This is an optimization exercise on Yosys and OpenROAD, whose aim is small area, not a production implementation.
Only simulation tests tie the RTL to the original design; equivalence was not proved.
Power figures rest on the tool's default switching activity, not on a simulated workload. The flow treats the clock pin as an ideal source, which a real chip does not have.

File: design/flow/design.v
package scope_cfg_pkg;
  localparam int adc_width       = 12;    
  localparam int host_data_width = 16;    
  localparam int mbox_width      = 32;    
  localparam int period_width    = 18;    
  localparam int capture_depth = 405;
  localparam logic [period_width-1:0] hold_low_cycles = 18'd142;   
  localparam logic [period_width-1:0] convt_start     = 18'd20;    
  localparam logic [period_width-1:0] convt_end       = 18'd162;   
  localparam logic [period_width-1:0] default_period = 18'd199;
  localparam logic [3:0] mbox_addr_period  = 4'd1;   
  localparam logic [3:0] mbox_addr_trigger = 4'd2;   
  localparam logic [15:0] trigger_free_run = 16'hffff;
  localparam int config_refresh = 1024;
  localparam int ring_len   = 15;
  localparam int ring_count = 27;
endpackage
package scope_types_pkg;
  typedef logic [12-1:0] sample_t;
  typedef logic [$clog2(405)-1:0] buf_addr_t;
  typedef logic [16-1:0] host_word_t;   
  typedef logic [3:0] mbox_addr_t;                                  
  typedef logic [18-1:0] period_t;         
  typedef logic [3:0] phase_t;      
  typedef logic [4:0] ring_sel_t;   
  typedef union packed {
    struct packed {
      logic [32-18-1:0] pad;   
      period_t                                                         period;
    } period_view;
    struct packed {
      logic [32-17:0] pad;       
      logic [15:0]                           trigger;   
    } trigger_view;
  } mbox_word_u;
endpackage
module adc_sampler (
  input  logic                                CLOCK_50,
  input  logic                                hps_fpga_reset_n,
  input  scope_types_pkg::period_t            sample_period,   
  input  logic [scope_cfg_pkg::adc_width-1:0] adc_bus,         
  output logic                                hold_n,
  output logic                                convt,
  output scope_types_pkg::sample_t            sample,         
  output logic                                sample_valid    
);
  scope_types_pkg::period_t conv_cnt;     
  scope_types_pkg::sample_t bus_rev;      
  logic                     convt_next;   
  logic                     convt_fall;   
  always_comb begin
    for (int i = 0; i < scope_cfg_pkg::adc_width; i++) begin
      bus_rev[i] = adc_bus[scope_cfg_pkg::adc_width-1-i];
    end
  end
  assign convt_next = (conv_cnt > scope_cfg_pkg::convt_start) &&
                      (conv_cnt < scope_cfg_pkg::convt_end);    
  assign convt_fall = convt && !convt_next;
  always_ff @(posedge CLOCK_50 or negedge hps_fpga_reset_n) begin
    if (!hps_fpga_reset_n) begin
      conv_cnt     <= '0;
      hold_n       <= 1'b0;   
      convt        <= 1'b0;
    end else begin
      if (conv_cnt >= sample_period) begin
        conv_cnt <= '0;
      end else begin
        conv_cnt <= conv_cnt + 1'b1;
      end
      hold_n       <= (conv_cnt >= scope_cfg_pkg::hold_low_cycles);   
      convt        <= convt_next;
    end
  end
  assign sample       = bus_rev;
  assign sample_valid = convt_fall;
endmodule
module config_reader (
  input  logic                        CLOCK_50,
  input  logic                        hps_fpga_reset_n,
  output scope_types_pkg::mbox_addr_t mbox_addr,
  input  scope_types_pkg::mbox_word_u mbox_rdata,
  output scope_types_pkg::period_t    sample_period,
  output scope_types_pkg::sample_t    trig_level,    
  output logic                        trig_free      
);
  logic [$clog2(scope_cfg_pkg::config_refresh)-1:0] refresh_cnt;
  logic                                             refresh_tick;   
  logic [2:0]                                       rd_seq;         
  logic                                             addr_trig;      
  scope_types_pkg::sample_t                         level_q;
  logic                                             free_q;
  assign refresh_tick = (int'(refresh_cnt) == scope_cfg_pkg::config_refresh - 1);
  assign mbox_addr = addr_trig ? scope_cfg_pkg::mbox_addr_trigger
                               : scope_cfg_pkg::mbox_addr_period;
  always_ff @(posedge CLOCK_50 or negedge hps_fpga_reset_n) begin
    if (!hps_fpga_reset_n) begin
      refresh_cnt <= '0;
      rd_seq      <= '0;
      addr_trig   <= 1'b0;
    end else begin
      if (refresh_tick) begin
        refresh_cnt <= '0;
      end else begin
        refresh_cnt <= refresh_cnt + 1'b1;
      end
      rd_seq <= {rd_seq[1:0], refresh_tick};
      if (refresh_tick) begin
        addr_trig <= 1'b0;
      end else if (rd_seq[0]) begin
        addr_trig <= 1'b1;   
      end
    end
  end
  always_ff @(posedge CLOCK_50 or negedge hps_fpga_reset_n) begin
    if (!hps_fpga_reset_n) begin
      sample_period <= scope_cfg_pkg::default_period;
      free_q        <= 1'b1;   
    end else begin
      if (rd_seq[1]) begin
        sample_period <= mbox_rdata.period_view.period;
      end
      if (rd_seq[2]) begin
        free_q <= (mbox_rdata.trigger_view.trigger == scope_cfg_pkg::trigger_free_run);
      end
    end
  end
  always_ff @(posedge CLOCK_50) begin
    if (rd_seq[2]) begin
      level_q <= mbox_rdata.trigger_view.trigger[scope_cfg_pkg::adc_width-1:0];
    end
  end
  assign trig_level = rd_seq[2] ? mbox_rdata.trigger_view.trigger[scope_cfg_pkg::adc_width-1:0]
                               : level_q;
  assign trig_free  = rd_seq[2] ? (mbox_rdata.trigger_view.trigger == scope_cfg_pkg::trigger_free_run)
                               : free_q;
endmodule
module trigger_capture (
  input  logic                          CLOCK_50,
  input  logic                          hps_fpga_reset_n,
  input  scope_types_pkg::sample_t      sample,
  input  logic                          sample_valid,
  input  scope_types_pkg::sample_t      trig_level,
  input  logic                          trig_free,
  output logic                          capture_done,   
  output scope_types_pkg::phase_t       phase,       
  input  scope_types_pkg::ring_sel_t    rd_ring,
  output scope_types_pkg::sample_t      rd_data      
);
  localparam int RL = scope_cfg_pkg::ring_len;
  localparam int RC = scope_cfg_pkg::ring_count;
  scope_types_pkg::sample_t   prev_sample;   
  scope_types_pkg::ring_sel_t wr_ring;       
  scope_types_pkg::phase_t    wr_slot;       
  logic                       wr_pend;       
  logic                       capturing;     
  logic                       crossing;
  logic                       start;
  logic                       accept;
  logic                       wr_now;        
  logic                       last;          
  assign crossing = (prev_sample < trig_level) && (sample > trig_level);   
  assign start    = sample_valid && !capturing && (crossing || trig_free);
  assign accept   = start || (sample_valid && capturing);
  assign last         = sample_valid && capturing &&
                        (wr_ring == scope_types_pkg::ring_sel_t'(RC - 1)) &&
                        (wr_slot == scope_types_pkg::phase_t'(RL - 2));
  always_ff @(posedge CLOCK_50 or negedge hps_fpga_reset_n) begin
    if (!hps_fpga_reset_n) begin
      prev_sample <= '0;
      capture_done <= 1'b0;
      capturing   <= 1'b0;
      wr_pend     <= 1'b0;
    end else begin
      if (sample_valid) begin
        prev_sample <= sample;
      end
      capture_done <= last;
      if (start) begin
        capturing <= 1'b1;
      end else if (last) begin
        capturing <= 1'b0;   
      end
      if (accept) begin
        wr_pend <= 1'b1;
      end else if (wr_now) begin
        wr_pend <= 1'b0;
      end
    end
  end
  always_ff @(posedge CLOCK_50) begin
    if (start) begin
      wr_ring <= '0;
      wr_slot <= '0;
    end else if (accept) begin
      if (wr_slot == scope_types_pkg::phase_t'(RL - 1)) begin
        wr_ring <= wr_ring + 1'b1;
        wr_slot <= '0;
      end else begin
        wr_slot <= wr_slot + 1'b1;
      end
    end
  end
  always_ff @(posedge CLOCK_50 or negedge hps_fpga_reset_n) begin
    if (!hps_fpga_reset_n) begin
      phase <= '0;
    end else if (phase == scope_types_pkg::phase_t'(RL - 1)) begin
      phase <= '0;
    end else begin
      phase <= phase + 1'b1;
    end
  end
  assign wr_now = wr_pend && (phase == wr_slot);
  logic [RC-1:0][RL-1:0][scope_cfg_pkg::adc_width-1:0] ring;
  logic [RC-1:0]                                        ring_wr;
  for (genvar r = 0; r < RC; r++) begin : g_ring
    assign ring_wr[r] = wr_now && (wr_ring == scope_types_pkg::ring_sel_t'(r));
    always_ff @(posedge CLOCK_50) begin
      ring[r] <= {ring[r][RL-2:0], (ring_wr[r] ? prev_sample : ring[r][RL-1])};
    end
  end
  always_comb begin
    rd_data = '0;
    for (int r = 0; r < RC; r++) begin
      rd_data |= ring[r][RL-1] & {scope_cfg_pkg::adc_width{rd_ring == scope_types_pkg::ring_sel_t'(r)}};
    end
  end
endmodule
module host_copy (
  input  logic                          CLOCK_50,
  input  logic                          hps_fpga_reset_n,
  input  logic                          capture_done,
  input  logic                          host_reading,   
  input  scope_types_pkg::phase_t       phase,
  output scope_types_pkg::ring_sel_t    rd_ring,
  input  scope_types_pkg::sample_t      rd_data,
  output scope_types_pkg::buf_addr_t    host_addr,
  output logic                          host_write,
  output scope_types_pkg::host_word_t   host_wdata,
  output logic                          host_busy
);
  localparam int RL = scope_cfg_pkg::ring_len;
  logic                     fetching;    
  logic                     start;
  logic                     last_wr;     
  scope_types_pkg::phase_t  lag;         
  scope_types_pkg::phase_t  start_lag;   
  scope_types_pkg::sample_t wdata;
  logic [RL-2:0][scope_cfg_pkg::adc_width-1:0] dly;   
  assign start     = capture_done && !host_reading && !fetching;
  assign last_wr   = host_write &&
                     (host_addr == scope_types_pkg::buf_addr_t'(scope_cfg_pkg::capture_depth - 2));
  assign start_lag = (phase >= scope_types_pkg::phase_t'(RL - 2)) ? phase - (RL - 2)
                                                                  : phase + 2'd2;
  always_ff @(posedge CLOCK_50 or negedge hps_fpga_reset_n) begin
    if (!hps_fpga_reset_n) begin
      fetching   <= 1'b0;
      host_write <= 1'b0;
    end else begin
      if (start) begin
        fetching <= 1'b1;
      end else if (last_wr) begin
        fetching <= 1'b0;
      end
      host_write <= fetching;
    end
  end
  always_ff @(posedge CLOCK_50) begin
    if (start) begin
      lag <= start_lag;
    end
    host_addr <= host_write ? host_addr + 1'b1 : '0;
    if (!host_write) begin
      rd_ring <= '0;
    end else if (phase == scope_types_pkg::phase_t'(RL - 1)) begin
      rd_ring <= rd_ring + 1'b1;
    end
    dly <= {dly[RL-3:0], rd_data};
  end
  always_comb begin
    wdata = rd_data & {scope_cfg_pkg::adc_width{lag == '0}};
    for (int i = 0; i < RL - 1; i++) begin
      wdata |= dly[i] & {scope_cfg_pkg::adc_width{lag == scope_types_pkg::phase_t'(i + 1)}};
    end
  end
  assign host_wdata = {{(scope_cfg_pkg::host_data_width - scope_cfg_pkg::adc_width){1'b0}},
                       wdata};
  assign host_busy  = host_write;
endmodule
module scope_top (
  input  logic                                CLOCK_50,
  input  logic                                hps_fpga_reset_n,
  input  logic [scope_cfg_pkg::adc_width-1:0] adc_bus,
  output logic                                hold_n,
  output logic                                convt,
  output scope_types_pkg::mbox_addr_t         mbox_addr,
  input  scope_types_pkg::mbox_word_u         mbox_rdata,
  input  logic                                host_reading,
  output scope_types_pkg::buf_addr_t          host_addr,
  output logic                                host_write,
  output scope_types_pkg::host_word_t         host_wdata,
  output logic                                host_busy
);
  scope_types_pkg::period_t   sample_period;
  scope_types_pkg::sample_t   trig_level;
  logic                       trig_free;
  scope_types_pkg::sample_t   sample;
  logic                       sample_valid;
  logic                       capture_done;
  scope_types_pkg::phase_t    phase;
  scope_types_pkg::ring_sel_t rd_ring;
  scope_types_pkg::sample_t   rd_data;
  adc_sampler u_adc_sampler (
    .CLOCK_50         (CLOCK_50),
    .hps_fpga_reset_n (hps_fpga_reset_n),
    .sample_period    (sample_period),
    .adc_bus          (adc_bus),
    .hold_n           (hold_n),
    .convt            (convt),
    .sample           (sample),
    .sample_valid     (sample_valid)
  );
  config_reader u_config_reader (
    .CLOCK_50         (CLOCK_50),
    .hps_fpga_reset_n (hps_fpga_reset_n),
    .mbox_addr        (mbox_addr),
    .mbox_rdata       (mbox_rdata),
    .sample_period    (sample_period),
    .trig_level       (trig_level),
    .trig_free        (trig_free)
  );
  trigger_capture u_trigger_capture (
    .CLOCK_50         (CLOCK_50),
    .hps_fpga_reset_n (hps_fpga_reset_n),
    .sample           (sample),
    .sample_valid     (sample_valid),
    .trig_level       (trig_level),
    .trig_free        (trig_free),
    .capture_done     (capture_done),
    .phase            (phase),
    .rd_ring          (rd_ring),
    .rd_data          (rd_data)
  );
  host_copy u_host_copy (
    .CLOCK_50         (CLOCK_50),
    .hps_fpga_reset_n (hps_fpga_reset_n),
    .capture_done     (capture_done),
    .host_reading     (host_reading),
    .phase            (phase),
    .rd_ring          (rd_ring),
    .rd_data          (rd_data),
    .host_addr        (host_addr),
    .host_write       (host_write),
    .host_wdata       (host_wdata),
    .host_busy        (host_busy)
  );
endmodule
File: design/flow/standard.sh
#!/bin/bash
# synth_recipe.tcl (not shown) runs the flow's synth.tcl, then flattens the netlist and writes it again
# the make line also repeats each setting of config.mk as NAME=value (left out here)
make -C /OpenROAD-flow-scripts/flow DESIGN_CONFIG=/design/flow/config.mk WORK_HOME=/design/flow/orfs CLKGATE_MAP_FILE= SYNTH_SCRIPT=/design/flow/synth_recipe.tcl "${@:-finish}"
File: design/flow/flow/run.sh
#!/bin/bash
# Standard layout, with two changes: port buffers use the smallest buffer, and clock tree
# synthesis inserts no dummy loads. Each tool's output goes to a log file in this folder.
set -e

export BUFFER_PORTS_ARGS="-buffer_cell sky130_fd_sc_hd__buf_1"
export CTS_ARGS="-sink_clustering_enable -repair_clock_nets -sink_clustering_size 38 -sink_clustering_max_diameter 50 -buf_list sky130_fd_sc_hd__clkbuf_16 -dont_use_dummy_load"
bash standard.sh > standard.log 2>&1
File: design/flow/config.mk
export PLATFORM = sky130hd
export DESIGN_NAME = scope_top
export DESIGN_NICKNAME = scope_top
export VERILOG_FILES = /design/flow/design.v
export SDC_FILE = /design/flow/constraint.sdc
export NUM_CORES = 4
export LEC_CHECK = 0
export ABC_AREA = 1
export CAP_MARGIN = 20
export CORE_MARGIN = 2
export CORE_UTILIZATION = 65
export CTS_BUF_LIST = sky130_fd_sc_hd__clkbuf_16
export CTS_CLUSTER_DIAMETER = 80
export CTS_CLUSTER_SIZE = 32
export SLEW_MARGIN = 20
export SYNTH_MEMORY_MAX_BITS = 8192
File: design/flow/constraint.sdc
create_clock -name core_clock -period 10.0 [get_ports {CLOCK_50}]
set_input_delay 2.0000 -clock core_clock [delete_from_list [all_inputs] [get_ports {CLOCK_50}]]
set_output_delay 2.0000 -clock core_clock [all_outputs]
set_load 0.01 [all_outputs]
==> impl_metrics.ini, run 1 <==
[routing]
viasPerCell = 4.70
dr_wl_met2_mm = 74.6
routed.top_layer = met5
drc = 0
firstDrtPassIters = 8
wl_mm = 181
drtIter0Drc = 3098
vias = 46268
wl_met1_mm = 91.8
wl_met3_mm = 8.25
ant_nets = 0
wl_per_cell_um = 18.4

[clock_network]
hold_buffers = 0
cts_buffer_depth = 3
cts_setup_buffers = 0
cts_tree = done
clk_pin_slew_ps = 120
htreeDepth = 4
cts_sinks = 5141
cts_root_buf = clkbuf_16
ctsResizeCount = 0
cts_inserted_buffers = 227
clk_latency_ps = 900

[placed_design]
dp_worst_setup_slack_ps = 4380
place.gp.congestion = 0.818
dp_hpwl_mm = 112
portBuffers = 59

[critical_path]
arrival_ps = 4500
critPathLaunchType = register
criticalPathCategory = reg2out
cpPeakStageDelay_ps = 940
cp_num_buf_inv = 5
cp_common_cell = nand2_1
cp_top_family = simple AND/OR/NAND/NOR gates
crit_chain = inv_1 -> ha_1 -> nand2_1 -> inv_1 -> nand2_1 -> inv_1 -> buf_4 -> nand2_1 -> nand2_1 -> a21oi_1 -> nand4_1 -> nor3_1 -> nand3_1 -> nand2_1 -> nand2_1 -> buf_1
critPathMaxFanout = 12
rrSetupSlack_ps = 6510
crit_path_end_kind = primary output
crit_required_ps = 8000
cp_slowest_cell = nor3_1

[layout]
drive_above_1_share_pct = 4.51
multiInputGateArea_mm2 = 0.00928
final_util_pct = 70.4
seq_area_mm2 = 0.103
fillers = 11735
fin_nets = 7628
area_growth_pct = 7.32

[sta]
setup_viol_count_final = 0
max_slew.worst_pin.slew_ps = 1150
skew_ps = 91.7
final.setup.tns_ps = 0
setup_ws_ps = 3500
rsz0062_at_grt = no
max_slew_margin_pct = 23.5
fin_crit_ps = 6500
final_hold_viol_count = 0
period_share_pct = 65.0
clock.fmax_mhz = 154
slew_violations = 0

[pwr]
pwr-share-seq_pct = 67.9
total_leakage_power_nw = 49.4
p_switching_mw = 5.62
pwr-share-comb_pct = 0.3
ir_drop_mv = 0.220
clkPwrFrac_pct = 31.8
p_sw_share_pct = 18.6
cellPowerDensity_mw_per_mm2 = 246
p_int_mw = 24.5

[synth]
synth_async_sr_flop_share_pct = 1.44
post_synth.cell_area_avg_um2 = 15.6
synth_top_area_share_pct = 88.7
synth_top_area_cell = dfxtp_1
synth_commonest_cells = 5063 x dfxtp_1, 840 x nand2_1, 346 x o21ai_0, 196 x inv_1, 128 x nor2_1
synth_area_mm2 = 0.114
ys_ff_latch = 5141
synth.area.top_cells = dfxtp_1 89%, nand2_1 2.8%, o21ai_0 1.5%
yosysSeqAreaShare_pct = 90.5
synthDistinctLibCells = 56
synthCells = 7323
synth_edf_count = 4
synth_most_common_cell = dfxtp_1
ys_warn_count = 4
synth_ff_type = dfxtp_1

[floorplan]
ios = 80
rows = 153
die_area_mm2 = 0.179
die_h_um = 423
core_mm2 = 0.174
die_w_um = 423
initial_core_util_pct = 65.6

[global_route]
grt_pass1_wl_mm = 268
antenna_found_initial = 12
grt_use_total_pct = 20.2
grt_max_degree = 70
overflow = 0
grt_pass1_vias = 44555

[status]
status = finished clean

[run]
cap_violations = 0

[min_path]
hp-class = reg2reg
-- flip-flops by register name, summed over array words and instances, names as in the netlist, 3 cells and up --
signal and count:
u_adc_sampler.conv_cnt 18, u_config_reader.level_q 12, u_config_reader.rd_seq 3, u_config_reader.refresh_cnt 10, u_config_reader.sample_period 18, u_host_copy.dly 168, u_host_copy.host_addr 9, u_host_copy.lag 4
u_host_copy.rd_ring 5, u_trigger_capture.phase 4, u_trigger_capture.prev_sample 12, u_trigger_capture.ring 4860, u_trigger_capture.wr_ring 5, u_trigger_capture.wr_slot 4
-- path summary, 6_finish.rpt --
check | start | endpoint | depth (start not counted)
hold reg to reg | u_trigger_capture.ring[368] | u_trigger_capture.ring[380] | 0
max in group asynchronous | hps_fpga_reset_n | u_config_reader.sample_period[2] | 3
hold / removal | u_trigger_capture.ring[368] | u_trigger_capture.ring[380] | 0
setup / recovery | u_host_copy.rd_ring[0] | host_wdata[4] | 16
min in group asynchronous | hps_fpga_reset_n | u_trigger_capture.phase[3] | 1
setup reg to reg | u_trigger_capture.phase[3] | u_trigger_capture.ring[1989] | 6
-- cells by family (layout without fill, tap and decap cells) --
family / after synthesis / after routing / synth area share [%]
AND/OR/NAND/NOR: 1190 / 1190 / 4.39
XOR/XNOR: 21 / 21 / 0.161
buffers and inverters: 344 / 534 / 1.45
other: 1 / 13 / 0.00328
adder cells (fa/ha/maj): 61 / 61 / 0.668
AO/OA/AOI/OAI: 565 / 565 / 2.85
flip-flops: 5141 / 5141 / 90.5
-- worst register-to-register path: stages, from the launching register on --
cell       delay [ps]
dfrtp_1           480
xor2_1            180
a2111oi_2         330
nand2_1           160
clkinv_2          600
nand3_2           960
o21ai_0           610
-- cell usage in the layout, fill, tap and decap left out, types with 19 or more instances in the layout --
master	Yosys	final
o21ai_0	346	346
clkbuf_16	0	227
buf_1	2	58
dfrtp_1	68	68
buf_4	9	44
inv_1	196	193
ha_1	61	60
a21oi_1	73	73
dfxtp_1	5063	5063
a22o_1	43	43
o21ai_1	30	30
a221oi_1	21	21
nand2_1	840	840
nand3_1	78	74
nor3_1	29	29
nand4_1	50	50
nor2_1	128	126
nand2_4	19	19
-- metal layers --
layer  vias to the layer above  track usage [%]
li1                      23210                -
met4                         4             7.48
met3                       325             3.61
met2                       751             29.2
met5                         -                0
met1                     21978             30.8
-- power by group through the flow --
stage	Clock (mW)	Combinational (mW)	Sequential, mW
after floorplan	0	0.0268	20.9
after global placement	0	0.0779	20.9
after detailed placement	0	0.0791	20.9
after CTS	9.84	0.0792	20.5
after global routing	10.5	0.0846	20.5
final	9.59	0.0788	20.5
-- per-stage QoR --
stage | hold slack [ps] | area (um^2) | power, mW | cells
after floorplan | 310 | 114000 | 21.0 | 7328
after global placement | 309 | 117000 | 21.0 | 9615
after detailed placement | 312 | 117000 | 21.0 | 9615
after CTS | 256 | 123000 | 30.4 | 9842
after global routing | 259 | 123000 | 31.1 | 9843
final | 256 | 123000 | 30.1 | 9850
-- final cells by class --
| cell class | instances | area share [%] |
|---|---|---|
| inverter | 203 | 0.623 |
| sequential | 5141 | 84.3 |
| clock buffer | 227 | 4.63 |
| antenna | 7 | 0.0143 |
| tap | 2325 | 2.37 |
| timing repair buffer | 104 | 0.476 |
| multi-input combinational | 1843 | 7.57 |
==> run 2: changes to the inputs <==
==> design/flow/flow/run.sh (replaced) <==
#!/bin/bash
# Standard layout, with two changes: port buffers use the smallest buffer, and clock tree
# synthesis inserts no dummy loads. Each tool's output goes to a log file in this folder.
set -e

export BUFFER_PORTS_ARGS="-buffer_cell sky130_fd_sc_hd__buf_1"
export CTS_ARGS="-sink_clustering_enable -repair_clock_nets -sink_clustering_size 32 -sink_clustering_max_diameter 80 -buf_list sky130_fd_sc_hd__clkbuf_16 -dont_use_dummy_load"
bash standard.sh > standard.log 2>&1
==> run 2 against run 1 <==
Net effect:
- critical endpoint unchanged
- power down 3.1%
- flip-flop and latch count unchanged
- worst hold slack better by 31 ps
- still clean on timing, DRC and antenna
- critical path type unchanged
- clock skew shrank 15 ps
- synthesized cell count is the same
==> impl_metrics.ini, run 2 <==
[synth]
synthDistinctLibCells = 56
post_synth.cell_area_avg_um2 = 15.6
synth_most_common_cell = dfxtp_1
synth_commonest_cells = 5063 x dfxtp_1, 840 x nand2_1, 346 x o21ai_0, 196 x inv_1, 128 x nor2_1
synth_edf_count = 4
synth_top_area_cell = dfxtp_1
ys_ff_latch = 5141
ys_warn_count = 4
synth_ff_type = dfxtp_1
synth_area_mm2 = 0.114
yosysSeqAreaShare_pct = 90.5
synth_async_sr_flop_share_pct = 1.44
synth.area.top_cells = dfxtp_1 89%, nand2_1 2.8%, o21ai_0 1.5%
synthCells = 7323
synth_top_area_share_pct = 88.7

[clock_network]
clk_latency_ps = 850
cts_sinks = 5141
cts_setup_buffers = 0
cts_buffer_depth = 3
cts_root_buf = clkbuf_16
cts_inserted_buffers = 180
hold_buffers = 0
clk_pin_slew_ps = 100
cts_tree = done
ctsResizeCount = 0
htreeDepth = 4

[min_path]
hp-class = reg2reg
holdPathEnd = u_trigger_capture.ring[3823]
worstHoldStart = u_trigger_capture.ring[3811]
whs_path_depth = 0

[global_route]
antenna_found_initial = 12
grt_pass1_vias = 43992
grt_pass1_wl_mm = 266
grt_use_total_pct = 20.1
grt_max_degree = 70
overflow = 0

[sta]
hold_ws_ps = 288
setup_viol_count_final = 0
skew_ps = 76.7
period_share_pct = 65.6
final_hold_viol_count = 0
slew_violations = 0
max_slew.worst_pin.slew_ps = 1130
max_slew_margin_pct = 24.0
final.setup.tns_ps = 0
clock.fmax_mhz = 152
rsz0062_at_grt = no
fin_crit_ps = 6560

[critical_path]
rrSetupSlack_ps = 6500
crit_path_end_kind = primary output
cp-startpoint = u_host_copy.rd_ring[0]
crit_required_ps = 8000
timing.rr.end = u_host_copy.dly[4]
r2r_cells = 13
critPathLaunchType = register
r2r-start = u_host_copy.rd_ring[0]
arrival_ps = 4560
criticalPathCategory = reg2out
critPathMaxFanout = 12

[routing]
wl_mm = 180
wl_per_cell_um = 18.3
vias = 46035
drc = 0
ant_nets = 0
drtIter0Drc = 3238
firstDrtPassIters = 6
viasPerCell = 4.70

[pwr]
ir_drop_mv = 0.165
cellPowerDensity_mw_per_mm2 = 241
total_leakage_power_nw = 48.8

[layout]
reg_top3 = u_trigger_capture.ring: 4860 flops, u_host_copy.dly: 168 flops
final_cell_mix = 5063 x dfxtp_1, 840 x nand2_1, 346 x o21ai_0
design_area_mm2 = 0.121
largest_reg_flops = 4860
regMostFlops = u_trigger_capture.ring
drive_above_1_share_pct = 3.90
fin_nets = 7580
final_common_cell = dfxtp_1
area_growth_pct = 6.27
final_util_pct = 69.7

[floorplan]
die_h_um = 423
die_w_um = 423
core_mm2 = 0.174
initial_core_util_pct = 65.6
die_area_mm2 = 0.179
rows = 153
ios = 80

[status]
status = finished clean

[placed_design]
dp_hpwl_mm = 112
place.gp.congestion = 0.818
portBuffers = 59
dpl-instance-area_mm2 = 0.117

[run]
cap_violations = 0
run 2: layer usage:
layer,wire [um],global-route usage [%],vias to the layer above
li1,-,-,23088
met1,91400,30.8,21982
met2,74500,29.2,689
met3,8460,3.52,272
met4,5350,6.49,4
met5,34,0,-
run 2: per-stage QoR:
stage               std cells  setup WS, ps  total power, mW
finish                   9802          3440             29.2
CTS                      9795          3440             29.4
floorplan                7328          6220             21.0
global placement         9615          4360             21.0
global route             9795          3350             30.2
detailed placement       9615          4380             21.0
run 2: report_power, final:
group | switching, mW | leakage, nW | internal [mW] | total [mW]
clock | 5.41 | 2.22 | 3.26 | 8.66
sequential | 0.00164 | 41.7 | 20.5 | 20.5
combinational | 0.0647 | 4.95 | 0.0128 | 0.0775
run 2: area by class of cell:
type / instances / area [um^2]
clock buffer: 180 / 4500
timing repair buffer: 103 / 556
sequential: 5141 / 103000
multi-input combinational: 1843 / 9280
tap: 2325 / 2910
antenna: 7 / 17.5
inverter: 203 / 763
fill: 11879 / 52800
run 2: cells by family (layout without fill, tap and decap cells):
logic type	after synthesis	in the layout	synth area share (%)
flip-flops	5141	5141	90.5
other	1	13	0.00328
AO/OA/AOI/OAI	565	565	2.85
AND/OR/NAND/NOR	1190	1190	4.39
XOR/XNOR	21	21	0.161
buffers and inverters	344	486	1.45
adder cells (fa/ha/maj)	61	61	0.668
run 2: how the worst max path moves through the flow:
| stage | endpoint | cells after the start |
|---|---|---|
| after global routing | host_wdata[4] | 16 |
| after floorplan | host_wdata[1] | 13 |
| after detailed placement | host_wdata[4] | 16 |
| after global placement | host_wdata[4] | 16 |
| final | host_wdata[4] | 16 |
| after CTS | host_wdata[4] | 16 |
run 2: critical path: stages, from the launching register on:
cell and delay (ps):
dfxtp_1 400, inv_1 120, ha_1 230, nand2_1 70, inv_1 80, nand2_1 110
inv_1 60, buf_4 230, nand2_1 100, nand2_1 50, a21oi_1 240, nand4_1 360
nor3_1 1010, nand3_1 260, nand2_1 140, nand2_1 120, buf_1 160
==> run 3: changes to the inputs <==
==> design/flow/flow/run.sh (replaced) <==
#!/bin/bash
# Standard layout, with two changes: port buffers use the smallest buffer, and clock tree
# synthesis inserts no dummy loads. Each tool's output goes to a log file in this folder.
set -e

export BUFFER_PORTS_ARGS="-buffer_cell sky130_fd_sc_hd__buf_1"
export CTS_ARGS="-sink_clustering_enable -repair_clock_nets -sink_clustering_size 35 -sink_clustering_max_diameter 70 -buf_list sky130_fd_sc_hd__clkbuf_16 -dont_use_dummy_load"
bash standard.sh > standard.log 2>&1
==> run 3 against run 2 <==
Net effect:
- design area shrank 0.19%
- cell count shrank 0.11%
- clock-buffer cell count decreased by 9
- utilization shrank 0.13 points
- clock power shrank 2%
- global-route usage about the same
- first-iteration DRC count is 2.9% higher
- fmax is 0.32% lower
- critical path type unchanged
- synthesized cell count did not move
==> impl_metrics.ini, run 3 <==
[synth]
synth_top_family_by_area = simple AND/OR/NAND/NOR gates
synthCells = 7323
synth_area_mm2 = 0.114
synth-simple-area-share_pct = 4.39
synth_xor_area_share_pct = 0.161
yosysSeqAreaShare_pct = 90.5
synth_edf_count = 4
synth_ff_type = dfxtp_1
synthDistinctLibCells = 56
synth_top_area_share_pct = 88.7
ys_ff_latch = 5141
synthAdderAreaFrac_pct = 0.668
synth_compound_area_share_pct = 2.85
ys_warn_count = 4
post_synth.cell_area_avg_um2 = 15.6
synth_async_sr_flop_share_pct = 1.44
synth_top_area_cell = dfxtp_1
synth_most_common_cell = dfxtp_1
synth.area.top_cells = dfxtp_1 89%, nand2_1 2.8%, o21ai_0 1.5%
synth.area.mux_share_pct = 0
synth_commonest_cells = 5063 x dfxtp_1, 840 x nand2_1, 346 x o21ai_0, 196 x inv_1, 128 x nor2_1

[clock_network]
clk_pin_slew_ps = 120
cts_inserted_buffers = 171
cts_sinks = 5141
htreeDepth = 4
hold_buffers = 0
cts_setup_buffers = 0
cts_tree = done
clk_latency_ps = 850
ctsResizeCount = 0
cts_root_buf = clkbuf_16
cts_buffer_depth = 3

[pwr]
power_mw = 29.0
pwr-share-seq_pct = 70.5
ir_drop_mv = 0.171
p_sw_share_pct = 18.7
p_int_mw = 23.6
clkPwrFrac_pct = 29.2
total_leakage_power_nw = 48.7
cellPowerDensity_mw_per_mm2 = 240
pwr-share-comb_pct = 0.3
p_switching_mw = 5.44

[layout]
largest_reg_flops = 4860
design_area_mm2 = 0.121
drive_above_1_share_pct = 3.78
final_cell_mix = 5063 x dfxtp_1, 840 x nand2_1, 346 x o21ai_0
final_cells = 9791
final_util_pct = 69.5
reg_top3 = u_trigger_capture.ring: 4860 flops, u_host_copy.dly: 168 flops
fillers = 11910
final_common_cell = dfxtp_1
fin_nets = 7571
area_growth_pct = 6.06
regMostFlops = u_trigger_capture.ring

[status]
status = finished clean

[critical_path]
r2r-start = u_host_copy.rd_ring[1]
rrSetupSlack_ps = 6480
cp_slowest_cell = nor3_1
timing.rr.end = u_host_copy.dly[4]
r2r_cells = 12
cp_top_family = simple AND/OR/NAND/NOR gates
criticalPathCategory = reg2out
cpPeakStageDelay_ps = 1000
crit_chain = inv_1 -> ha_1 -> nand2_1 -> inv_1 -> nand2_1 -> inv_1 -> nand2_1 -> nand2_1 -> a21oi_1 -> nand3_1 -> nor3_1 -> nand3_1 -> nand2_1 -> nand2_1 -> buf_1
cp_common_cell = nand2_1
critPathMaxFanout = 7
crit_required_ps = 8000
cp_num_buf_inv = 4
crit_path_end_kind = primary output
critPathLaunchType = register
arrival_ps = 4590

[sta]
final_hold_viol_count = 0
final.setup.tns_ps = 0
max_slew.worst_pin.slew_ps = 1180
rsz0062_at_grt = no
period_share_pct = 65.9
skew_ps = 82.9
fin_crit_ps = 6590
clock.fmax_mhz = 152
setup_ws_ps = 3410
slew_violations = 0
hold_ws_ps = 272
max_slew_margin_pct = 20.6
setup_viol_count_final = 0

[global_route]
grt_max_degree = 70
antenna_found_initial = 15
grt_pass1_wl_mm = 265
overflow = 0
grt_use_total_pct = 20.1
grt_pass1_vias = 43780

[floorplan]
ios = 80
die_w_um = 423
initial_core_util_pct = 65.6
rows = 153
die_area_mm2 = 0.179
die_h_um = 423
core_mm2 = 0.174

[routing]
drc = 0
drtIter0Drc = 3333
wl_per_cell_um = 18.4
firstDrtPassIters = 5
vias = 45964
ant_nets = 0
viasPerCell = 4.69
wl_mm = 180

[placed_design]
post-place-cells = 9615
place.gp.congestion = 0.818
dp_hpwl_mm = 112
dpl-instance-area_mm2 = 0.117
dp_worst_setup_slack_ps = 4380
portBuffers = 59

[min_path]
hp-class = reg2reg
worstHoldStart = u_trigger_capture.ring[190]
holdPathEnd = u_trigger_capture.ring[202]
whs_path_depth = 0

[run]
cap_violations = 0
-- run 3: per-layer routing --
layer	track usage, %	wire length [um]	share of wire, %	vias up
li1	-	-	-	23062
met1	30.9	91700	51	21880
met2	28.8	73900	41	744
met3	3.51	8290	4.6	272
met4	6.96	5990	3.3	6
met5	0	37	0.021	-
-- run 3: worst max-delay path by stage --
stage                            from            end  slack (ps)  depth (start not counted)
3_5_place_dp   u_host_copy.rd_ring[0]  host_wdata[4]        4380                         16
4_1_cts        u_host_copy.rd_ring[1]  host_wdata[4]        3500                         16
5_1_grt        u_host_copy.rd_ring[1]  host_wdata[4]        3400                         16
6_report       u_host_copy.rd_ring[1]  host_wdata[4]        3410                         15
2_1_floorplan  u_host_copy.rd_ring[0]  host_wdata[1]        6220                         13
3_3_place_gp   u_host_copy.rd_ring[0]  host_wdata[4]        4360                         16
-- run 3: logic make-up (layout without fill, tap and decap cells) --
| logic type | after synthesis | count (layout) |
|---|---|---|
| other | 1 | 11 |
| xor gates and xnor gates | 21 | 21 |
| adders and majority gates | 61 | 61 |
| and+or+nand+nor | 1190 | 1190 |
| AOI/OAI and AO/OA | 565 | 565 |
| DFF | 5141 | 5141 |
| buffers and inverters | 344 | 477 |
-- run 3: layout make-up --
cell class | count | area, um^2 | area share [%]
sequential | 5141 | 103000 | 85.3
multi-input combinational | 1843 | 9280 | 7.66
clock buffer | 171 | 4280 | 3.53
tap | 2325 | 2910 | 2.40
inverter | 203 | 763 | 0.630
timing repair buffer | 103 | 556 | 0.459
antenna | 5 | 12.5 | 0.0103
-- run 3: power groups by stage --
stage          registers (mW)  clock network (mW)  logic, mW
2_1_floorplan            20.9                   0     0.0268
6_report                 20.5                8.48     0.0778
3_3_place_gp             20.9                   0     0.0779
5_1_grt                  20.5                9.40     0.0833
3_5_place_dp             20.9                   0     0.0791
4_1_cts                  20.5                8.70     0.0795
-- run 3: worst register-to-register path, delay by kind of cell, from the launching register on --
family	cells	cell delay [ps]
buffers and inverters	3	410
adder cells (fa/ha/maj)	1	210
flip-flops	1	400
AO/OA/AOI/OAI	1	450
AND/OR/NAND/NOR	7	1890
==> run 4: changes to the inputs <==
==> design/flow/config.mk (replaced) <==
export PLATFORM = sky130hd
export DESIGN_NAME = scope_top
export DESIGN_NICKNAME = scope_top
export VERILOG_FILES = /design/flow/design.v
export SDC_FILE = /design/flow/constraint.sdc
export NUM_CORES = 4
export LEC_CHECK = 0
export ABC_AREA = 1
export CAP_MARGIN = 0
export CORE_MARGIN = 2
export CORE_UTILIZATION = 65
export SLEW_MARGIN = 0
export SYNTH_MEMORY_MAX_BITS = 8192
==> run 4 against run 3 <==
Net effect:
- fmax up 2.9%
- first-iteration DRC count down 4.8%
- clock power about the same
- register-to-register slack better by 90 ps
- clock skew down 7.2 ps
- utilization about the same
- sequential share of layout area about the same
- die area unchanged
- area after synthesis unchanged
- sequential power about the same
==> impl_metrics.ini, run 4 <==
[clock_network]
cts_setup_buffers = 0
cts_root_buf = clkbuf_16
htreeDepth = 4
clk_pin_slew_ps = 120
cts_inserted_buffers = 171
cts_buffer_depth = 3
ctsResizeCount = 0
cts_tree = done
clk_latency_ps = 850
cts_sinks = 5141
hold_buffers = 0

[floorplan]
core_mm2 = 0.174
rows = 153
ios = 80
die_w_um = 423
die_area_mm2 = 0.179
die_h_um = 423
initial_core_util_pct = 65.6

[critical_path]
r2r_cells = 7
critPathLaunchType = register
critPathMaxFanout = 12
criticalPathCategory = reg2out
crit_required_ps = 8000
crit_path_end_kind = primary output
cp-startpoint = u_host_copy.rd_ring[0]
r2r-start = u_trigger_capture.phase[0]
arrival_ps = 4400
rrSetupSlack_ps = 6570
timing.rr.end = u_trigger_capture.ring[1989]

[synth]
synth_edf_count = 4
synth_top_area_cell = dfxtp_1
synth_area_mm2 = 0.114
synth_async_sr_flop_share_pct = 1.44
synth.area.top_cells = dfxtp_1 89%, nand2_1 2.8%, o21ai_0 1.5%
synth_commonest_cells = 5063 x dfxtp_1, 840 x nand2_1, 346 x o21ai_0, 196 x inv_1, 128 x nor2_1
yosysSeqAreaShare_pct = 90.5
synth_most_common_cell = dfxtp_1
ys_ff_latch = 5141
synth_top_area_share_pct = 88.7
ys_warn_count = 4
post_synth.cell_area_avg_um2 = 15.6
synth_ff_type = dfxtp_1
synthCells = 7323
synthDistinctLibCells = 56

[min_path]
hp-class = reg2reg
whs_path_depth = 0
holdPathEnd = u_trigger_capture.ring[202]
worstHoldStart = u_trigger_capture.ring[190]

[pwr]
p_switching_mw = 5.45
p_int_mw = 23.6
total_leakage_power_nw = 48.7
clkPwrFrac_pct = 29.2
cellPowerDensity_mw_per_mm2 = 240
ir_drop_mv = 0.171
pwr-share-comb_pct = 0.3
pwr-share-seq_pct = 70.5
p_sw_share_pct = 18.8

[routing]
ant_nets = 0
firstDrtPassIters = 5
wl_mm = 180
drc = 0
viasPerCell = 4.69
drtIter0Drc = 3174
vias = 45876
wl_per_cell_um = 18.4

[status]
status = finished clean

[sta]
setup_viol_count_final = 0
slew_violations = 0
clock.fmax_mhz = 156
max_slew.worst_pin.slew_ps = 1320
final_hold_viol_count = 0
skew_ps = 75.7
fin_crit_ps = 6400
max_slew_margin_pct = 11.8
rsz0062_at_grt = no
final.setup.tns_ps = 0
hold_ws_ps = 266
period_share_pct = 64.0

[placed_design]
place.gp.congestion = 0.818
dp_hpwl_mm = 112
portBuffers = 59

[global_route]
grt_pass1_vias = 43878
antenna_found_initial = 11
grt_use_total_pct = 20.1
overflow = 0
grt_max_degree = 70
grt_pass1_wl_mm = 267

[layout]
reg_top3 = u_trigger_capture.ring: 4860 flops, u_host_copy.dly: 168 flops
final_common_cell = dfxtp_1
final_cell_mix = 5063 x dfxtp_1, 840 x nand2_1, 346 x o21ai_0
area_growth_pct = 6.06
regMostFlops = u_trigger_capture.ring
fin_nets = 7571
largest_reg_flops = 4860
drive_above_1_share_pct = 3.73

[run]
cap_violations = 0
## run 4: cell counts after synthesis
No cell type changed its count.
## run 4: critical path: stages, from the launching register on
cell and delay, ps:
dfxtp_1 390, inv_1 120, ha_1 230, inv_1 60, nor2_1 80, buf_4 270, nand2_1 90, inv_1 170
buf_4 280, nand2_1 90, nand4_1 200, a31oi_1 810, nand4_1 210, nand2_1 120, nand2_1 250, buf_1 210
## run 4: cells by family (layout without fill, tap and decap cells)
kind of cell               Yosys count  count (layout)  share of synthesized area (%)
and+or+nand+nor                   1190            1190                           4.39
buffers and inverters              344             477                           1.45
DFF                               5141            5141                           90.5
other                                1              12                        0.00328
xor gates and xnor gates            21              21                          0.161
adders and majority gates           61              61                          0.668
AOI/OAI and AO/OA                  565             565                           2.85
## run 4: worst max-delay path by stage
| stage | cells past startpoint | slack [ps] | end |
|---|---|---|---|
| 3_3_place_gp | 16 | 4360 | host_wdata[4] |
| 4_1_cts | 15 | 3470 | host_wdata[5] |
| 6_report | 15 | 3600 | host_wdata[3] |
| 3_5_place_dp | 16 | 4400 | host_wdata[4] |
| 2_1_floorplan | 13 | 6220 | host_wdata[1] |
| 5_1_grt | 15 | 3420 | host_wdata[4] |
## run 4: cell type report
cell class,instances,area [um^2]
Sequential cell,5141,103000
Fill cell,11896,53100
Multi-Input combinational cell,1843,9280
Clock buffer,171,4280
Tap cell,2325,2910
Inverter,203,763
Timing Repair Buffer,103,556
Antenna cell,6,15.0
## run 4: metal layers
layer | wire (um) | part of all wire, % | track usage, %
met4 | 4780 | 2.7 | 6.14
met5 | 28 | 0.016 | 0
met2 | 74900 | 42 | 29.3
met1 | 93600 | 52 | 31.4
met3 | 6680 | 3.7 | 2.89
## run 4: through the flow
stage / utilization, % / cells / setup WS (ps) / cell area [um^2] / total power [mW]
CTS: 69.5 / 9786 / 3470 / 121000 / 29.3
global route: 69.5 / 9786 / 3420 / 121000 / 30.0
detailed placement: 67.1 / 9615 / 4400 / 117000 / 21.0
floorplan: - / 7328 / 6220 / 114000 / 21.0
finish: 69.5 / 9792 / 3600 / 121000 / 29.0
global placement: 67.1 / 9615 / 4360 / 117000 / 21.0
## run 4: power by group through the flow
stage	Sequential [mW]	Clock [mW]	Combinational (mW)
after floorplan	20.9	0	0.0268
after CTS	20.5	8.71	0.0794
final	20.5	8.49	0.0772
after global placement	20.9	0	0.0779
after global routing	20.5	9.40	0.0835
after detailed placement	20.9	0	0.0791
==> run 5: changes to the inputs <==
--- a/design/flow/config.mk
+++ b/design/flow/config.mk
@@ -6,8 +6,10 @@
 export NUM_CORES = 4
 export LEC_CHECK = 0
 export ABC_AREA = 1
-export CAP_MARGIN = 0
+export CAP_MARGIN = 20
 export CORE_MARGIN = 2
 export CORE_UTILIZATION = 65
-export SLEW_MARGIN = 0
+export GPL_TIMING_DRIVEN = 0
+export SLEW_MARGIN = 20
 export SYNTH_MEMORY_MAX_BITS = 8192
+export TNS_END_PERCENT = 0
==> run 5 against run 4 <==
Net effect:
- sequential share of layout area down 0.53 points
- critical path type unchanged
- utilization up 0.44 points
- area after synthesis unchanged
- clock-buffer cell count up 3
- non-clock buffer count up 106
- critical endpoint is now host_wdata[8]
- global-route usage up 0.79 points
- largest power group unchanged
- routed wire length up 4.2%
- clock power about the same
- fmax down 10%
==> impl_metrics.ini, run 5 <==
[global_route]
grt_max_degree = 36
grt_pass1_vias = 44600
antenna_found_initial = 9
overflow = 0
grt_use_total_pct = 20.9
grt_pass1_wl_mm = 274

[synth]
post_synth.cell_area_avg_um2 = 15.6
synth_top_area_share_pct = 88.7
synth_top_area_cell = dfxtp_1
synth_area_mm2 = 0.114
synthCells = 7323
synthDistinctLibCells = 56
ys_ff_latch = 5141
synth_async_sr_flop_share_pct = 1.44
synth.area.top_cells = dfxtp_1 89%, nand2_1 2.8%, o21ai_0 1.5%
synth_most_common_cell = dfxtp_1
synth_edf_count = 4
synth_commonest_cells = 5063 x dfxtp_1, 840 x nand2_1, 346 x o21ai_0, 196 x inv_1, 128 x nor2_1
ys_warn_count = 4
yosysSeqAreaShare_pct = 90.5
synth_ff_type = dfxtp_1

[routing]
drc = 0
drtIter0Drc = 3234
wl_mm = 188
firstDrtPassIters = 5
viasPerCell = 4.73
vias = 46850
wl_per_cell_um = 18.9
ant_nets = 0

[pwr]
total_leakage_power_nw = 49.1
ir_drop_mv = 0.223
pwr-share-seq_pct = 70.4
cellPowerDensity_mw_per_mm2 = 239
power_mw = 29.1
pwr-share-comb_pct = 0.3
p_int_mw = 23.6
p_sw_share_pct = 18.7
p_switching_mw = 5.43
clkPwrFrac_pct = 29.3

[min_path]
worstHoldStart = u_trigger_capture.ring[2761]
holdPathEnd = u_trigger_capture.ring[2773]
whs_path_depth = 0
hp-class = reg2reg

[placed_design]
dp_hpwl_mm = 130
dpl-instance-area_mm2 = 0.118
place.gp.congestion = 0.861
post-place-cells = 9721
portBuffers = 59

[layout]
design_area_mm2 = 0.122
final_cells = 9901
reg_top3 = u_trigger_capture.ring: 4860 flops, u_host_copy.dly: 168 flops
area_growth_pct = 6.73
fin_nets = 7680
final_util_pct = 70.0
final_cell_mix = 5063 x dfxtp_1, 840 x nand2_1, 346 x o21ai_0
final_common_cell = dfxtp_1
drive_above_1_share_pct = 4.44
regMostFlops = u_trigger_capture.ring
largest_reg_flops = 4860

[critical_path]
crit_required_ps = 8000
rrSetupSlack_ps = 5980
arrival_ps = 5130
r2r_cells = 9
critPathLaunchType = register
timing.rr.end = u_host_copy.dly[8]
critPathMaxFanout = 10
criticalPathCategory = reg2out
r2r-start = u_host_copy.rd_ring[0]
crit_path_end_kind = primary output

[sta]
clock.fmax_mhz = 140
period_share_pct = 71.3
max_slew.worst_pin.slew_ps = 1160
final.setup.tns_ps = 0
rsz0062_at_grt = no
max_slew_margin_pct = 22.5
final_hold_viol_count = 0
slew_violations = 0
setup_viol_count_final = 0
fin_crit_ps = 7130
skew_ps = 72.7

[clock_network]
cts_sinks = 5141
cts_root_buf = clkbuf_16
cts_inserted_buffers = 174
cts_setup_buffers = 0
clk_latency_ps = 860
ctsResizeCount = 0
cts_buffer_depth = 3
cts_tree = done
htreeDepth = 4
hold_buffers = 0
clk_pin_slew_ps = 110

[floorplan]
die_area_mm2 = 0.179
die_w_um = 423
initial_core_util_pct = 65.6
ios = 80
die_h_um = 423
rows = 153
core_mm2 = 0.174

[status]
status = finished clean

[run]
cap_violations = 0
[run 5: cells by family (layout without fill, tap and decap cells)]
| logic type | after synthesis | in the layout | synth area share [%] |
|---|---|---|---|
| buffers and inverters | 344 | 586 | 1.45 |
| XOR/XNOR | 21 | 21 | 0.161 |
| AND/OR/NAND/NOR | 1190 | 1190 | 4.39 |
| adder cells (fa/ha/maj) | 61 | 61 | 0.668 |
| flip-flops | 5141 | 5141 | 90.5 |
| AO/OA/AOI/OAI | 565 | 565 | 2.85 |
| other | 1 | 12 | 0.00328 |
[run 5: critical path, cell delays in order, from the launching register on]
cell and delay, ps:
dfxtp_1 350, inv_1 150, ha_1 200, inv_1 40, nor2_1 860, clkbuf_1 800
nand2_1 270, o22ai_1 640, nor4_1 290, nand4_1 310, nand2_1 90, nand2_1 140
buf_1 170
[run 5: worst max-delay path by stage]
stage	startpoint	to	slack, ps	depth (start not counted)
2_1_floorplan	u_host_copy.rd_ring[0]	host_wdata[1]	6220	13
3_3_place_gp	u_host_copy.rd_ring[0]	host_wdata[5]	3290	14
3_5_place_dp	u_host_copy.rd_ring[0]	host_wdata[8]	3710	12
4_1_cts	u_host_copy.rd_ring[0]	host_wdata[8]	2830	12
5_1_grt	u_host_copy.rd_ring[0]	host_wdata[8]	2780	12
6_report	u_host_copy.rd_ring[0]	host_wdata[8]	2870	12
[run 5: area by class of cell]
class	count	area, um^2
tap	2325	2910
fill	11897	52300
timing repair buffer	68	340
sequential	5141	103000
buffer	141	908
multi-input combinational	1843	9270
clock buffer	174	4350
antenna	6	15.0
inverter	203	763
[run 5: stage by stage]
stage | hold WS (ps) | worst slack (ps)
6_report | 281 | 2870
5_1_grt | 281 | 2780
4_1_cts | 274 | 2830
3_5_place_dp | 312 | 3710
3_3_place_gp | 309 | 3290
2_1_floorplan | 310 | 6220
[run 5: power groups by stage]
stage               sequential [mW]  combinational [mW]  clock [mW]
floorplan                      20.9              0.0268           0
global placement               20.9              0.0843           0
detailed placement             20.9              0.0895           0
CTS                            20.5              0.0896        8.75
global route                   20.5              0.0928        9.42
finish                         20.5              0.0878        8.52
[run 5: per-layer routing]
layer  routed length [um]  share of wire [%]  track usage, %
met1                95300                 51            32.2
met2                78500                 42            30.6
met3                 7290                3.9            2.83
met4                 6510                3.5            7.37
met5                   12             0.0064               0
==> run 6: changes to the inputs <==
--- a/design/flow/design.v
+++ b/design/flow/design.v
@@ -220,9 +220,36 @@
   end
   always_comb begin
     rd_data = '0;
-    for (int r = 0; r < RC; r++) begin
-      rd_data |= ring[r][RL-1] & {scope_cfg_pkg::adc_width{rd_ring == scope_types_pkg::ring_sel_t'(r)}};
-    end
+    case (rd_ring)
+      5'd0: rd_data = ring[0][RL-1];
+      5'd1: rd_data = ring[1][RL-1];
+      5'd2: rd_data = ring[2][RL-1];
+      5'd3: rd_data = ring[3][RL-1];
+      5'd4: rd_data = ring[4][RL-1];
+      5'd5: rd_data = ring[5][RL-1];
+      5'd6: rd_data = ring[6][RL-1];
+      5'd7: rd_data = ring[7][RL-1];
+      5'd8: rd_data = ring[8][RL-1];
+      5'd9: rd_data = ring[9][RL-1];
+      5'd10: rd_data = ring[10][RL-1];
+      5'd11: rd_data = ring[11][RL-1];
+      5'd12: rd_data = ring[12][RL-1];
+      5'd13: rd_data = ring[13][RL-1];
+      5'd14: rd_data = ring[14][RL-1];
+      5'd15: rd_data = ring[15][RL-1];
+      5'd16: rd_data = ring[16][RL-1];
+      5'd17: rd_data = ring[17][RL-1];
+      5'd18: rd_data = ring[18][RL-1];
+      5'd19: rd_data = ring[19][RL-1];
+      5'd20: rd_data = ring[20][RL-1];
+      5'd21: rd_data = ring[21][RL-1];
+      5'd22: rd_data = ring[22][RL-1];
+      5'd23: rd_data = ring[23][RL-1];
+      5'd24: rd_data = ring[24][RL-1];
+      5'd25: rd_data = ring[25][RL-1];
+      5'd26: rd_data = ring[26][RL-1];
+      default: rd_data = '0;
+    endcase
   end
 endmodule
 module host_copy (
--- a/design/flow/config.mk
+++ b/design/flow/config.mk
@@ -9,7 +9,8 @@
 export CAP_MARGIN = 20
 export CORE_MARGIN = 2
 export CORE_UTILIZATION = 65
-export GPL_TIMING_DRIVEN = 0
+export CTS_BUF_LIST = sky130_fd_sc_hd__clkbuf_16
+export CTS_CLUSTER_DIAMETER = 80
+export CTS_CLUSTER_SIZE = 32
 export SLEW_MARGIN = 20
 export SYNTH_MEMORY_MAX_BITS = 8192
-export TNS_END_PERCENT = 0
==> run 6 against run 5 <==
Net effect:
- still clean
- power hardly changed
- via count is 2.7% lower
- sequential share of layout area is 0.62 points higher
==> impl_metrics.ini, run 6 <==
[status]
status = finished clean

[synth]
synth_ff_type = dfxtp_1
synth_async_sr_flop_share_pct = 1.44
post_synth.cell_area_avg_um2 = 15.6
synth.area.top_cells = dfxtp_1 89%, nand2_1 2.8%, dfrtp_1 1.5%
ys_ff_latch = 5141
synthDistinctLibCells = 57
synth_commonest_cells = 5063 x dfxtp_1, 847 x nand2_1, 236 x o21ai_1, 204 x inv_1, 145 x o21ai_0
synthCells = 7301
yosysSeqAreaShare_pct = 90.7
synth_top_area_share_pct = 88.9
ys_warn_count = 4
synth_top_area_cell = dfxtp_1
synth_most_common_cell = dfxtp_1
synth_edf_count = 4
synth_area_mm2 = 0.114

[floorplan]
initial_core_util_pct = 65.5
die_w_um = 423
ios = 80
rows = 153
die_area_mm2 = 0.179
core_mm2 = 0.174
die_h_um = 423

[sta]
final_hold_viol_count = 0
period_share_pct = 65.4
rsz0062_at_grt = no
slew_violations = 0
final.setup.tns_ps = 0
fin_crit_ps = 6540
clock.fmax_mhz = 153
skew_ps = 71.9
setup_viol_count_final = 0
max_slew.worst_pin.slew_ps = 1090
max_slew_margin_pct = 26.7
hold_ws_ps = 270

[routing]
drtIter0Drc = 3084
wl_mm = 172
ant_nets = 0
viasPerCell = 4.68
vias = 45602
wl_per_cell_um = 17.7
drc = 0
firstDrtPassIters = 5

[global_route]
antenna_found_initial = 7
overflow = 0
grt_max_degree = 62
grt_use_total_pct = 19.3
grt_pass1_wl_mm = 259
grt_pass1_vias = 43729

[layout]
fin_nets = 7537
final_cell_mix = 5063 x dfxtp_1, 847 x nand2_1, 236 x o21ai_1
fillers = 11827
final_util_pct = 69.5
largest_reg_flops = 4860
regMostFlops = u_trigger_capture.ring
drive_above_1_share_pct = 3.59
area_growth_pct = 6.17
final_cells = 9754
final_common_cell = dfxtp_1
reg_top3 = u_trigger_capture.ring: 4860 flops, u_host_copy.dly: 168 flops

[critical_path]
cp_slowest_cell = nor3_1
crit_chain = inv_1 -> ha_1 -> inv_1 -> nor2_1 -> buf_4 -> nand2_1 -> clkinv_1 -> nand2_1 -> nand4_1 -> nor3_1 -> nand4_1 -> nand2_1 -> nand4_1 -> buf_1
criticalPathCategory = reg2out
critPathLaunchType = register
crit_path_end_kind = primary output
arrival_ps = 4540
critPathMaxFanout = 10
cpPeakStageDelay_ps = 550
crit_required_ps = 8000

[placed_design]
place.gp.congestion = 0.804
portBuffers = 59
dp_hpwl_mm = 106
post-place-cells = 9578

[min_path]
hp-class = reg2reg

[clock_network]
htreeDepth = 4
clk_pin_slew_ps = 110
hold_buffers = 0
cts_inserted_buffers = 174
cts_tree = done
cts_buffer_depth = 3
ctsResizeCount = 0
cts_sinks = 5141
clk_latency_ps = 830
cts_root_buf = clkbuf_16
cts_setup_buffers = 0

[pwr]
power_mw = 29.1
total_leakage_power_nw = 48.5
ir_drop_mv = 0.196
cellPowerDensity_mw_per_mm2 = 240

[run]
cap_violations = 0
[run 6: per-layer routing]
metal / GRT usage (%) / part of all wire, % / vias up
met4: 5.06 / 2.1 / 0
met2: 27.7 / 41 / 589
li1: - / - / 23002
met3: 2.85 / 3.8 / 210
met5: 0 / 0 / -
met1: 30.8 / 53 / 21801
[run 6: cell type report]
type | instances | area, um^2 | share of cell area [%]
diodes | 2 | 5.00 | 0.00414
clock buffers | 174 | 4350 | 3.60
inverters | 209 | 790 | 0.652
multi-input cells | 1817 | 9200 | 7.60
flip-flops and latches | 5141 | 103000 | 85.4
well taps | 2325 | 2910 | 2.40
repair buffers | 86 | 428 | 0.354
[run 6: logic make-up after synthesis]
kind of cell,after synthesis,share of synthesized area [%]
DFF,5141,90.7
and+or+nand+nor,1186,4.47
adders and majority gates,61,0.670
xor gates and xnor gates,16,0.123
buffers and inverters,348,1.34
AOI/OAI and AO/OA,548,2.74
other,1,0.00329
[run 6: critical path: cells and delay by family, from the launching register on]
kind / cells / cell delay [ps]
adder cells (fa/ha/maj): 1 / 220
AND/OR/NAND/NOR: 8 / 2060
flip-flops: 1 / 380
buffers and inverters: 5 / 1030
[run 6: metrics by stage]
step | area [um^2] | worst slack, ps
6_report | 121000 | 3460
5_1_grt | 121000 | 3310
4_1_cts | 121000 | 3290
3_5_place_dp | 117000 | 4200
3_3_place_gp | 117000 | 4190
2_1_floorplan | 114000 | 6230
[run 6: path summary, 6_finish.rpt]
kind / from / end / slack, ps / cells after the start
setup / recovery: u_host_copy.rd_ring[0] / host_wdata[6] / 3460 / 14
hold / removal: u_trigger_capture.ring[2178] / u_trigger_capture.ring[2190] / 270 / 0
setup reg to reg: u_host_copy.rd_ring[0] / u_host_copy.dly[6] / 6400 / 11
hold reg to reg: u_trigger_capture.ring[2178] / u_trigger_capture.ring[2190] / 270 / 0
max in group asynchronous: hps_fpga_reset_n / u_adc_sampler.conv_cnt[1] / 7730 / 2
min in group asynchronous: hps_fpga_reset_n / u_config_reader.refresh_cnt[3] / 1020 / 1
[run 6: where the power goes]
part / internal [mW] / total, mW / switching (mW)
clock network: 3.16 / 8.53 / 5.37
registers: 20.5 / 20.5 / 0.00178
logic: 0.0127 / 0.0770 / 0.0643
==> run 7: changes to the inputs <==
--- a/design/flow/design.v
+++ b/design/flow/design.v
@@ -304,10 +304,24 @@
     dly <= {dly[RL-3:0], rd_data};
   end
   always_comb begin
-    wdata = rd_data & {scope_cfg_pkg::adc_width{lag == '0}};
-    for (int i = 0; i < RL - 1; i++) begin
-      wdata |= dly[i] & {scope_cfg_pkg::adc_width{lag == scope_types_pkg::phase_t'(i + 1)}};
-    end
+    case (lag)
+      4'd0:    wdata = rd_data;
+      4'd1:    wdata = dly[0];
+      4'd2:    wdata = dly[1];
+      4'd3:    wdata = dly[2];
+      4'd4:    wdata = dly[3];
+      4'd5:    wdata = dly[4];
+      4'd6:    wdata = dly[5];
+      4'd7:    wdata = dly[6];
+      4'd8:    wdata = dly[7];
+      4'd9:    wdata = dly[8];
+      4'd10:    wdata = dly[9];
+      4'd11:    wdata = dly[10];
+      4'd12:    wdata = dly[11];
+      4'd13:    wdata = dly[12];
+      4'd14:    wdata = dly[13];
+      default: wdata = dly[RL-2];
+    endcase
   end
   assign host_wdata = {{(scope_cfg_pkg::host_data_width - scope_cfg_pkg::adc_width){1'b0}},
                        wdata};
==> run 7 against run 6 <==
Net effect:
- sequential power barely moved
- worst hold slack better by 13 ps
- first-iteration DRC count rose by 4.4%
- routed wire length increased by 2.8%
- power is 0.20% lower
- via count up 1.2%
- critical path depth shrank 3
- utilization grew 0.16 points
- clock-buffer cell count is the same
- still clean on timing, DRC and antenna
- register-to-register slack gained 210 ps
==> impl_metrics.ini, run 7 <==
[sta]
skew_ps = 62.7
final.setup.tns_ps = 0
fin_crit_ps = 6250
setup_ws_ps = 3750
clock.fmax_mhz = 160
max_slew.worst_pin.slew_ps = 1120
setup_viol_count_final = 0
final_hold_viol_count = 0
period_share_pct = 62.5
slew_violations = 0
rsz0062_at_grt = no
max_slew_margin_pct = 25.4

[placed_design]
portBuffers = 59
dp_hpwl_mm = 107
place.gp.congestion = 0.818
dp_worst_setup_slack_ps = 4700
post-place-cells = 9685

[layout]
final_common_cell = dfxtp_1
final_cell_mix = 5063 x dfxtp_1, 931 x nand2_1, 377 x o21ai_0
largest_reg_flops = 4860
final_cells = 9867
fin_nets = 7647
area_growth_pct = 6.58
reg_top3 = u_trigger_capture.ring: 4860 flops, u_host_copy.dly: 168 flops
drive_above_1_share_pct = 3.86
regMostFlops = u_trigger_capture.ring

[synth]
synth_top_area_cell = dfxtp_1
synth_async_sr_flop_share_pct = 1.44
synthDistinctLibCells = 45
synth_ff_type = dfxtp_1
synth_commonest_cells = 5063 x dfxtp_1, 931 x nand2_1, 377 x o21ai_0, 182 x inv_1, 170 x nor2_1
synthCells = 7383
synth_edf_count = 4
ys_warn_count = 4
synth_most_common_cell = dfxtp_1
synth_area_mm2 = 0.114
yosysSeqAreaShare_pct = 90.8
post_synth.cell_area_avg_um2 = 15.4
ys_ff_latch = 5141
synth_top_area_share_pct = 89.1
synth.area.top_cells = dfxtp_1 89%, nand2_1 3.1%, o21ai_0 1.7%

[clock_network]
cts_tree = done
cts_buffer_depth = 3
cts_sinks = 5141
cts_inserted_buffers = 174
hold_buffers = 0
clk_latency_ps = 830
clk_pin_slew_ps = 110
cts_root_buf = clkbuf_16
ctsResizeCount = 0
htreeDepth = 4
cts_setup_buffers = 0

[global_route]
antenna_found_initial = 10
grt_pass1_vias = 44116
overflow = 0
grt_max_degree = 50
grt_use_total_pct = 19.8
grt_pass1_wl_mm = 264

[floorplan]
die_w_um = 422
core_mm2 = 0.174
die_area_mm2 = 0.178
rows = 153
initial_core_util_pct = 65.4
die_h_um = 422
ios = 80

[critical_path]
cp_common_cell = nand2_1
cp_slowest_cell = nor2_2
criticalPathCategory = reg2out
crit_required_ps = 8000
cpPeakStageDelay_ps = 780
arrival_ps = 4250
crit_path_end_kind = primary output
critPathMaxFanout = 9
critPathLaunchType = register
crit_chain = nor2_1 -> inv_1 -> nor2_2 -> buf_4 -> nand2_1 -> nand4_1 -> nor3_1 -> nand3_1 -> nand2_1 -> a21oi_1 -> buf_1

[pwr]
ir_drop_mv = 0.188
cellPowerDensity_mw_per_mm2 = 239
total_leakage_power_nw = 48.6

[routing]
ant_nets = 0
drc = 0
firstDrtPassIters = 6
vias = 46149
wl_per_cell_um = 17.9
drtIter0Drc = 3219
viasPerCell = 4.68
wl_mm = 177

[run]
cap_violations = 0

[min_path]
hp-class = reg2reg

[status]
status = finished clean
-- run 7: cell count changes after synthesis, sizes merged, moves of 4 or more --
cell,change
a221oi,-24
nand4,+38
a32o,-5
nor2,+56
a22o,-14
a21oi,-7
clkbuf,+64
nor4,-4
nand2,+69
buf,-61
inv,-22
-- run 7: cell type report --
| type | count | area (um^2) |
|---|---|---|
| Fill cell | 11794 | 52700 |
| Antenna cell | 5 | 12.5 |
| Sequential cell | 5141 | 103000 |
| Inverter | 184 | 691 |
| Tap cell | 2325 | 2910 |
| Multi-Input combinational cell | 1921 | 9310 |
| Timing Repair Buffer | 117 | 696 |
| Clock buffer | 174 | 4350 |
-- run 7: worst max-delay path, delay by kind of cell, from the launching register on --
family | cells | cell delay (ps)
and+or+nand+nor | 7 | 2030
DFF | 1 | 380
AOI/OAI and AO/OA | 1 | 280
buffers and inverters | 3 | 730
-- run 7: report_power, final --
| group | leakage (nW) | internal [mW] | switching [mW] |
|---|---|---|---|
| clock network | 2.14 | 3.16 | 5.37 |
| registers | 41.6 | 20.5 | 0 |
| logic | 4.82 | 0.00647 | 0.0168 |
| total | 48.6 | 23.6 | 5.39 |
-- run 7: per-layer routing --
layer,GRT usage (%),share of wire (%),vias to the layer above
met1,30.5,52,21947
met3,3.23,4.1,275
met5,0,0.0051,-
met2,29.0,41,698
li1,-,-,23227
met4,6.17,2.9,2
-- run 7: worst paths after layout --
kind | start | endpoint | slack (ps) | cells past startpoint
max reg2reg | u_trigger_capture.phase[1] | u_trigger_capture.ring[1980] | 6610 | 6
min reg2reg | u_trigger_capture.ring[6] | u_trigger_capture.ring[18] | 280 | 0
max | u_host_copy.rd_ring[3] | host_wdata[6] | 3750 | 11
max in group asynchronous | hps_fpga_reset_n | u_trigger_capture.phase[0] | 7770 | 2
min in group asynchronous | hps_fpga_reset_n | u_trigger_capture.prev_sample[3] | 1110 | 1
min | u_trigger_capture.ring[6] | u_trigger_capture.ring[18] | 280 | 0
-- run 7: logic make-up (layout without fill, tap and decap cells) --
group                      after synthesis  in the layout  share of synthesized area (%)
DFF                                   5141           5141                           90.8
adders and majority gates               61             61                          0.671
AOI/OAI and AO/OA                      495            495                           2.33
other                                    1             11                        0.00329
and+or+nand+nor                       1342           1342                           4.96
buffers and inverters                  326            475                           1.11
xor gates and xnor gates                17             17                          0.131
-- run 7: stage by stage --
| stage | hold slack, ps | power (mW) | util [%] | instance area [um^2] |
|---|---|---|---|---|
| finish | 283 | 29.0 | 69.7 | 121000 |
| global route | 285 | 30.0 | 69.7 | 121000 |
| CTS | 275 | 29.3 | 69.7 | 121000 |
| detailed placement | 312 | 21.0 | 67.2 | 117000 |
| global placement | 310 | 21.0 | 67.2 | 117000 |
| floorplan | 310 | 20.9 | - | 114000 |

## static timing again, ports no longer ideal
No port has a modelled driver above. Below, the same layouts with a new extraction and two added sets of constraints. Step 1 assumes that a clkbuf_16 drives the clock port and a buf_2 every other input. Step 2 moves the port delays by t, midway between the first and last clock arrival at a register: inputs arrive t later, outputs are due t later. That takes back most of the time a late clock gives input paths. a / b / c = ideal ports / drivers / drivers and shift; a / b = the first two.
run | shift t [ns] | setup slack, ns | hold WS [ns] | slew at the worst register clock pin (ns) | worst data-port slew with drivers (ns)
run 1 | 0.930 | 3.501 / 3.416 / 4.347 | 0.256 / 0.256 / 0.256 | 0.12 / 0.12 | 0.09
run 2 | 0.896 | 3.436 / 3.354 / 4.250 | 0.288 / 0.288 / 0.288 | 0.12 / 0.12 | 0.09
run 3 | 0.892 | 3.414 / 3.334 / 4.226 | 0.272 / 0.272 / 0.272 | 0.12 / 0.12 | 0.09
run 4 | 0.892 | 3.597 / 3.514 / 4.406 | 0.266 / 0.266 / 0.266 | 0.12 / 0.12 | 0.08
run 5 | 0.905 | 2.866 / 2.774 / 3.679 | 0.281 / 0.281 / 0.281 | 0.12 / 0.12 | 0.07
run 6 | 0.894 | 3.458 / 3.370 / 4.264 | 0.270 / 0.270 / 0.270 | 0.12 / 0.12 | 0.04
run 7 | 0.883 | 3.755 / 3.669 / 4.553 | 0.283 / 0.283 / 0.283 | 0.12 / 0.12 | 0.07
After both steps every run listed still meets setup and hold.
